This design comes from an exercise in tuning for small area, a short achievable clock period and few clock cycles per item on the open sky130 flow, not from production work. The RTL was checked by simulation tests, not by an equivalence proof against the original design. Power and IR drop assume default switching activity.

## design/flow/config.mk

```make
export PLATFORM = sky130hd
export DESIGN_NAME = indent_dedent_tracker_core
export DESIGN_NICKNAME = indent_dedent_tracker_core
export VERILOG_FILES = /design/flow/design.v
export SDC_FILE = /design/flow/constraint.sdc
export NUM_CORES = 4
export LEC_CHECK = 0
export CAP_MARGIN = 20
export CORE_MARGIN = 2
export CORE_UTILIZATION = 40
export PLACE_DENSITY = 0.6
export SLEW_MARGIN = 20
```

## design/flow/constraint.sdc

```tcl
create_clock -name core_clock -period 5.0 [get_ports {clk}]
set_input_delay 1.0000 -clock core_clock [delete_from_list [all_inputs] [get_ports {clk}]]
set_output_delay 1.0000 -clock core_clock [all_outputs]
set_load 0.01 [all_outputs]
```

## design/flow/design.v

```verilog
`default_nettype none
package idt_pkg;
	localparam int LEVEL_BITS = 12;
	localparam int IN_COL_BITS = 12;
	typedef enum logic [1:0] {
		KIND_INDENT = 2'd0,
		KIND_DEDENT = 2'd1,
		KIND_ERROR  = 2'd2
	} token_kind_t;
	typedef enum logic [1:0] {
		ERR_NONE     = 2'd0,
		ERR_DEPTH    = 2'd1,
		ERR_MISMATCH = 2'd2
	} error_code_t;
	typedef enum logic [1:0] {
		ST_IDLE,
		ST_POP_RD,
		ST_POP_WR,
		ST_ERR_OUT
	} state_t;
	typedef struct packed {
		logic                  last;
		logic [LEVEL_BITS-1:0] level;
		error_code_t           code;
		token_kind_t           kind;
	} result_t;
endpackage
`default_nettype wire
`default_nettype none
module idt_stack_ram #(
	parameter int DEPTH = 64,
	parameter int WIDTH = 12
) (
	input  wire logic                     clk,
	input  wire logic                     wr_en,
	input  wire logic [$clog2(DEPTH)-1:0] wr_addr,
	input  wire logic [WIDTH-1:0]         wr_data,
	input  wire logic                     rd_en,
	input  wire logic [$clog2(DEPTH)-1:0] rd_addr,
	output logic      [WIDTH-1:0]         rd_data
);
	logic [WIDTH-1:0] mem [DEPTH];
	always_ff @(posedge clk) begin
		if (wr_en) begin
			mem[wr_addr] <= wr_data;
		end
	end
	always_ff @(posedge clk) begin
		if (rd_en) begin
			rd_data <= mem[rd_addr];
		end
	end
endmodule
`default_nettype wire
`default_nettype none
module idt_ctrl #(
	parameter int STACK_DEPTH = 64,
	parameter int COLUMN_BITS = 12
) (
	input  wire logic                          clk,
	input  wire logic                          arst_n,
	input  wire logic                          in_valid,
	output logic                               in_ready,
	input  wire logic [idt_pkg::IN_COL_BITS-1:0] in_col,
	input  wire logic                          in_skip,
	output logic                               out_valid,
	input  wire logic                          out_ready,
	output idt_pkg::result_t                   out_res,
	output logic                               mem_wr_en,
	output logic [$clog2(STACK_DEPTH)-1:0]     mem_wr_addr,
	output logic [COLUMN_BITS-1:0]             mem_wr_data,
	output logic                               mem_rd_en,
	output logic [$clog2(STACK_DEPTH)-1:0]     mem_rd_addr,
	input  wire logic [COLUMN_BITS-1:0]        mem_rd_data
);
	localparam int AW = $clog2(STACK_DEPTH);
	localparam int CW = $clog2(STACK_DEPTH + 1);
	localparam int LB = idt_pkg::LEVEL_BITS;
	idt_pkg::state_t                 state_q, state_d;
	logic [CW-1:0]          count_q, count_d;
	logic [COLUMN_BITS-1:0] top_q, top_d;
	logic [COLUMN_BITS-1:0] col_q, col_d;
	logic                   failed_q, failed_d;
	logic                   out_valid_q, out_valid_d;
	idt_pkg::result_t                out_res_q, out_res_d;
	logic                   out_free;
	logic [COLUMN_BITS-1:0] col_in;
	logic [CW-1:0]          count_m2;
	logic [COLUMN_BITS-1:0] below_top;
	assign col_in   = COLUMN_BITS'(in_col);
	assign count_m2 = count_q - CW'(2);
	assign out_free = !out_valid_q || out_ready;
	assign below_top = (count_q == CW'(2)) ? '0 : mem_rd_data;
	assign mem_wr_addr = count_q[AW-1:0];
	assign mem_wr_data = col_in;
	assign mem_rd_addr = count_m2[AW-1:0];
	assign in_ready  = (state_q == idt_pkg::ST_IDLE) && out_free;
	assign out_valid = out_valid_q;
	assign out_res   = out_res_q;
	always_comb begin
		state_d     = state_q;
		count_d     = count_q;
		top_d       = top_q;
		col_d       = col_q;
		failed_d    = failed_q;
		out_valid_d = out_valid_q && !out_ready;
		out_res_d   = out_res_q;
		mem_wr_en   = 1'b0;
		mem_rd_en   = 1'b0;
		unique case (state_q)
			idt_pkg::ST_IDLE: begin
				if (in_valid && in_ready) begin
					if (failed_q) begin
						out_valid_d = 1'b1;
						out_res_d.last = 1'b1;
						out_res_d.level = LB'(top_q);
						out_res_d.code = idt_pkg::ERR_NONE;
						out_res_d.kind = idt_pkg::KIND_ERROR;
					end else if (!in_skip) begin
						if (col_in > top_q) begin
							out_valid_d = 1'b1;
							if (count_q == CW'(STACK_DEPTH)) begin
								failed_d  = 1'b1;
								out_res_d.last = 1'b1;
								out_res_d.level = LB'(top_q);
								out_res_d.code = idt_pkg::ERR_DEPTH;
								out_res_d.kind = idt_pkg::KIND_ERROR;
							end else begin
								mem_wr_en = 1'b1;
								count_d   = count_q + CW'(1);
								top_d     = col_in;
								out_res_d.last = 1'b1;
								out_res_d.level = LB'(col_in);
								out_res_d.code = idt_pkg::ERR_NONE;
								out_res_d.kind = idt_pkg::KIND_INDENT;
							end
						end else if (col_in < top_q) begin
							col_d   = col_in;
							state_d = idt_pkg::ST_POP_RD;
						end
					end
				end
			end
			idt_pkg::ST_POP_RD: begin
				mem_rd_en = 1'b1;
				state_d   = idt_pkg::ST_POP_WR;
			end
			idt_pkg::ST_POP_WR: begin
				if (out_free) begin
					count_d     = count_q - CW'(1);
					top_d       = below_top;
					out_valid_d = 1'b1;
					out_res_d.last = 1'b0;
					out_res_d.level = LB'(below_top);
					out_res_d.code = idt_pkg::ERR_NONE;
					out_res_d.kind = idt_pkg::KIND_DEDENT;
					if (below_top > col_q) begin
						state_d = idt_pkg::ST_POP_RD;
					end else if (below_top == col_q) begin
						out_res_d.last = 1'b1;
						state_d        = idt_pkg::ST_IDLE;
					end else begin
						state_d = idt_pkg::ST_ERR_OUT;
					end
				end
			end
			idt_pkg::ST_ERR_OUT: begin
				if (out_free) begin
					failed_d    = 1'b1;
					out_valid_d = 1'b1;
					out_res_d.last = 1'b1;
					out_res_d.level = LB'(top_q);
					out_res_d.code = idt_pkg::ERR_MISMATCH;
					out_res_d.kind = idt_pkg::KIND_ERROR;
					state_d     = idt_pkg::ST_IDLE;
				end
			end
			default: begin
				state_d = idt_pkg::ST_IDLE;
			end
		endcase
	end
	always_ff @(posedge clk or negedge arst_n) begin
		if (!arst_n) begin
			state_q     <= idt_pkg::ST_IDLE;
			count_q     <= CW'(1);
			top_q       <= '0;
			failed_q    <= 1'b0;
			out_valid_q <= 1'b0;
		end else begin
			state_q     <= state_d;
			count_q     <= count_d;
			top_q       <= top_d;
			failed_q    <= failed_d;
			out_valid_q <= out_valid_d;
		end
	end
	always_ff @(posedge clk) begin
		col_q     <= col_d;
		out_res_q <= out_res_d;
	end
endmodule
`default_nettype wire
`default_nettype none
module indent_dedent_tracker_core #(
	parameter int STACK_DEPTH = 64,
	parameter int COLUMN_BITS = 12
) (
	input  wire logic        clk,
	input  wire logic        arst_n,
	input  wire logic        s_tvalid,
	output logic             s_tready,
	input  wire logic [15:0] s_tdata,   
	input  wire logic [0:0]  s_tuser,   
	output logic             m_tvalid,
	input  wire logic        m_tready,
	output logic [15:0]      m_tdata,   
	output logic [1:0]       m_tuser,   
	output logic             m_tlast
);
	localparam int AW = $clog2(STACK_DEPTH);
	idt_pkg::result_t                res;
	logic                   wr_en;
	logic [AW-1:0]          wr_addr;
	logic [COLUMN_BITS-1:0] wr_data;
	logic                   rd_en;
	logic [AW-1:0]          rd_addr;
	logic [COLUMN_BITS-1:0] rd_data;
	idt_ctrl #(
		.STACK_DEPTH (STACK_DEPTH),
		.COLUMN_BITS (COLUMN_BITS)
	) u_ctrl (
		.clk         (clk),
		.arst_n      (arst_n),
		.in_valid    (s_tvalid),
		.in_ready    (s_tready),
		.in_col      (s_tdata[idt_pkg::IN_COL_BITS-1:0]),
		.in_skip     (s_tuser[0]),
		.out_valid   (m_tvalid),
		.out_ready   (m_tready),
		.out_res     (res),
		.mem_wr_en   (wr_en),
		.mem_wr_addr (wr_addr),
		.mem_wr_data (wr_data),
		.mem_rd_en   (rd_en),
		.mem_rd_addr (rd_addr),
		.mem_rd_data (rd_data)
	);
	idt_stack_ram #(
		.DEPTH (STACK_DEPTH),
		.WIDTH (COLUMN_BITS)
	) u_stack (
		.clk     (clk),
		.wr_en   (wr_en),
		.wr_addr (wr_addr),
		.wr_data (wr_data),
		.rd_en   (rd_en),
		.rd_addr (rd_addr),
		.rd_data (rd_data)
	);
	assign m_tdata = {2'b00, res.level, res.code};
	assign m_tuser = res.kind;
	assign m_tlast = res.last;
endmodule
`default_nettype wire
```

## design/flow/run.sh

```bash
#!/bin/bash
# synth_recipe.tcl (not shown) runs the flow's synth.tcl, then flattens the netlist and writes it again
# the make line also repeats each setting of config.mk as NAME=value (left out here)
make -C /OpenROAD-flow-scripts/flow DESIGN_CONFIG=/design/flow/config.mk WORK_HOME=/design/flow/orfs CLKGATE_MAP_FILE= SYNTH_SCRIPT=/design/flow/synth_recipe.tcl finish
```

==> impl_metrics.yaml <==
outcome:
  outcome: "no timing/DRC/antenna violations"
clocking:
  cts_tree: "done"
  clk_path_buf_depth: 3
  ctsHoldBuffers: 0
  clock_sinks: 832
  clk_pin_slew_ps: 60
  post_cts_buffers: 0
  cts_resized: 0
  cts_buffers: 86
  root_buffer: "clkbuf_16"
  htreeDepth: 3
  insertion_delay_ps: 620
detailed_routing:
  dr.pass1.iters: 5
  drtAntennaViolNets: 0
  viasPerCell: 5.56
  avgRoutedWirePerCell_um: 25.4
  wl_um: 72900
  vias: 16000
  drt_iter0_drc: 1665
  remaining_drc_errors: 0
run:
  max_cap_violations: 0
hold_path:
  hold_class: "input port to async pin"
sta:
  drv_slew: 0
  finalSetupViolCount: 0
  finalCriticalPeriod_ps: 3920
  worst_pin_slew_ps: 999
  fmax_mhz: 255
  rsz0062_at_grt: "no"
  slew_headroom_pct: 33.0
  hold_viol: 0
  layout_setup_ws_ps: 1080
  skew_ps: 13.6
  fin_crit_sh_pct: 78.4
  fin_tns_setup_ps: 0
layout:
  drive_above_1_share_pct: 26.9
  area_delta_synth_final_pct: 14.0
  layout_common_cells: "edfxtp_1 (809), mux4_2 (240), buf_4 (91), clkbuf_16 (90), nor2_1 (89)"
  ff_latch_area_um2: 24900
  final_area_um2: 38200
  multi_input_area_um2: 8140
  nFillCells: 6918
  fin_nets: 1788
  antenna_cells: 0
  fin_cells: 2870
  final_common_cell: "edfxtp_1"
  fin_util_pct: 45.8
global_routing:
  antenna_found_initial: 0
  grt_overflow_total: 0
  grt_pass1_wl_um: 109000
  grt_usage_pct: 17.1
  grt_pass1_vias: 16300
  grt_max_degree: 105
synth:
  synth-seq-cells: 832
  ys_warn_count: 2
  ys_types: 61
  synth.avg_cell_area_um2: 21.1
  synth_cells: 1590
  ys_async_sr_fraction_pct: 2.76
  netlist_area_um2: 33500
  synth-edff-count: 809
  synth.yosys.seq_area_share_pct: 74.3
  ys.flop_type: "edfxtp_1"
worst_setup_path:
  crit_fanout: 22
  reg2regPathDepth: 7
  r2r-end: "u_stack.mem[61][11]"
  critPathLaunchType: "flop"
  r2r_slack_ps: 1360
  required_ps: 4000
  path_class: "flop to output port"
  r2r-start: "u_ctrl.state_q[1]"
  endpoint_kind: "output port"
  arrival_ps: 2920
floorplan:
  rows: 106
  die_x_um: 293
  die-area_um2: 86000
  start_util_pct: 40.2
  ios: 42
  coreArea_um2: 83300
  die_h_um: 293
placement:
  detailed_place_hpwl_um: 45100
  placed_cell_area_um2: 35600
  portBuffers: 35
  pre_cts_ws_ps: 1050
  numPlacedInstances: 2719
  gp_congestion: 0.797
pwr:
  p_leak_nw: 12.0
  ir_drop_mv: 0.200
  power.density_nw_per_um2: 361
## state kept, by name (all words and copies together), names as in the netlist
signal / cells
u_ctrl.col_q: 12
u_stack.mem: 768
u_ctrl.out_res_q: 17
u_ctrl.top_q: 12
u_ctrl.count_q: 7
u_ctrl.failed_q: 1
u_ctrl.out_valid_q: 1
u_stack.rd_data: 12
u_ctrl.state_q: 2
## power breakdown
group | total [W] | internal, W | switching [W]
Combinational | 0.000193 | 0.0000362 | 0.000157
Sequential | 0.00765 | 0.00765 | 0.00000137
Clock | 0.00593 | 0.00342 | 0.00251
Total | 0.0138 | 0.0111 | 0.00267
## layer usage
metal / share of wire (%) / vias up / GRT usage, %
met2: 48 / 428 / 27.5
met5: 0 / - / 0
met1: 45 / 8538 / 24.6
li1: - / 6921 / -
met3: 4.9 / 75 / 2.56
met4: 1.8 / 0 / 4.67
## synth_stat cells (3+ instances only)
cell	number	share of area, %
o21ai_1	13	0.19
a21oi_1	18	0.27
nor2b_1	9	0.17
o211ai_1	10	0.22
a41oi_1	3	0.078
xor2_1	4	0.10
buf_1	4	0.045
a211oi_1	3	0.067
nor3_1	6	0.090
dfrtp_1	22	1.6
nand4b_1	4	0.10
buf_2	19	0.28
buf_4	10	0.22
mux2_2	12	0.40
nand3_1	7	0.10
a22oi_1	24	0.54
inv_1	37	0.41
ha_1	39	1.5
nor2_1	89	1.0
a22o_1	24	0.63
edfxtp_1	809	73
clkbuf_1	49	0.55
or4_1	3	0.067
o21ai_0	15	0.22
mux4_2	240	16
nand4_1	12	0.22
nand2_1	32	0.36
mux2i_1	13	0.39
and2_1	12	0.22
nand2b_1	6	0.11
xnor2_1	3	0.078
## area by class of cell
type	count	share of cell area (%)
Clock buffer	108	6.08
Tap cell	1080	3.54
Inverter	37	0.364
Clock inverter	43	0.744
Timing Repair Buffer	131	2.80
Multi-Input combinational cell	639	21.3
Sequential cell	832	65.2
## worst max-delay path, cell delays in order, from the launching register on
cell	delay (ps)
dfrtp_1	430
inv_1	210
ha_1	730
inv_1	220
nor2_1	150
clkdlybuf4s50_1	550
## how the worst max path moves through the flow
stage | depth (start not counted) | endpoint | from | slack, ps
2_1_floorplan | 7 | u_ctrl.out_res_q[0] | s_tdata[1] | 940
3_5_place_dp | 8 | u_stack.mem[60][10] | s_tdata[8] | 1050
3_3_place_gp | 8 | u_stack.mem[63][9] | s_tdata[8] | 1110
6_report | 5 | s_tready | u_ctrl.state_q[1] | 1080
4_1_cts | 5 | s_tready | u_ctrl.state_q[1] | 1050
5_1_grt | 5 | s_tready | u_ctrl.state_q[1] | 870
## cell families after synthesis
group           share of synthesized area (%)
mux                                      16.9
simple gates                             2.64
xor+xnor                                0.183
other cells                            0.0112
buf+inv                                  1.55
flops                                    74.3
compound gates                           2.89
fa+ha+maj                                1.52
## per-stage QoR
step	hold slack [ps]	power (W)
floorplan	473	0.00783
global placement	492	0.00798
detailed placement	501	0.00799
CTS	364	0.0139
global route	391	0.0142
finish	382	0.0138
Testbench counts, summed over its fixed seeds: cycles 7,817, lines 4,800.

==> what the ideal ports hide <==
No port has a modelled driver above. Below, the same layout with a new extraction and two added sets of constraints. Step 1: set_driving_cell puts a clkbuf_16 on clk and a buf_2 on each other input, an assumption about the parent block. Step 2 moves the port delays by t, midway between the first and last clock arrival at a register: inputs arrive t later, outputs are due t later. That takes back most of the time a late clock gives input paths. a / b / c = no drivers / after step 1 / after step 2; a / b = the first two.
t, ns: 0.677
slack for setup (ns): 1.082 / 1.021 / 1.036
hold slack, ns: 0.382 / 0.342 / 0.524
latest minus earliest clock arrival (ns): 0.015 / 0.015
pins driven straight from the clock port: 1
After both steps setup and hold are still met in this run. For this run, drivers alone change the setup slack by -0.061 ns; drivers and shift together by -0.046 ns.
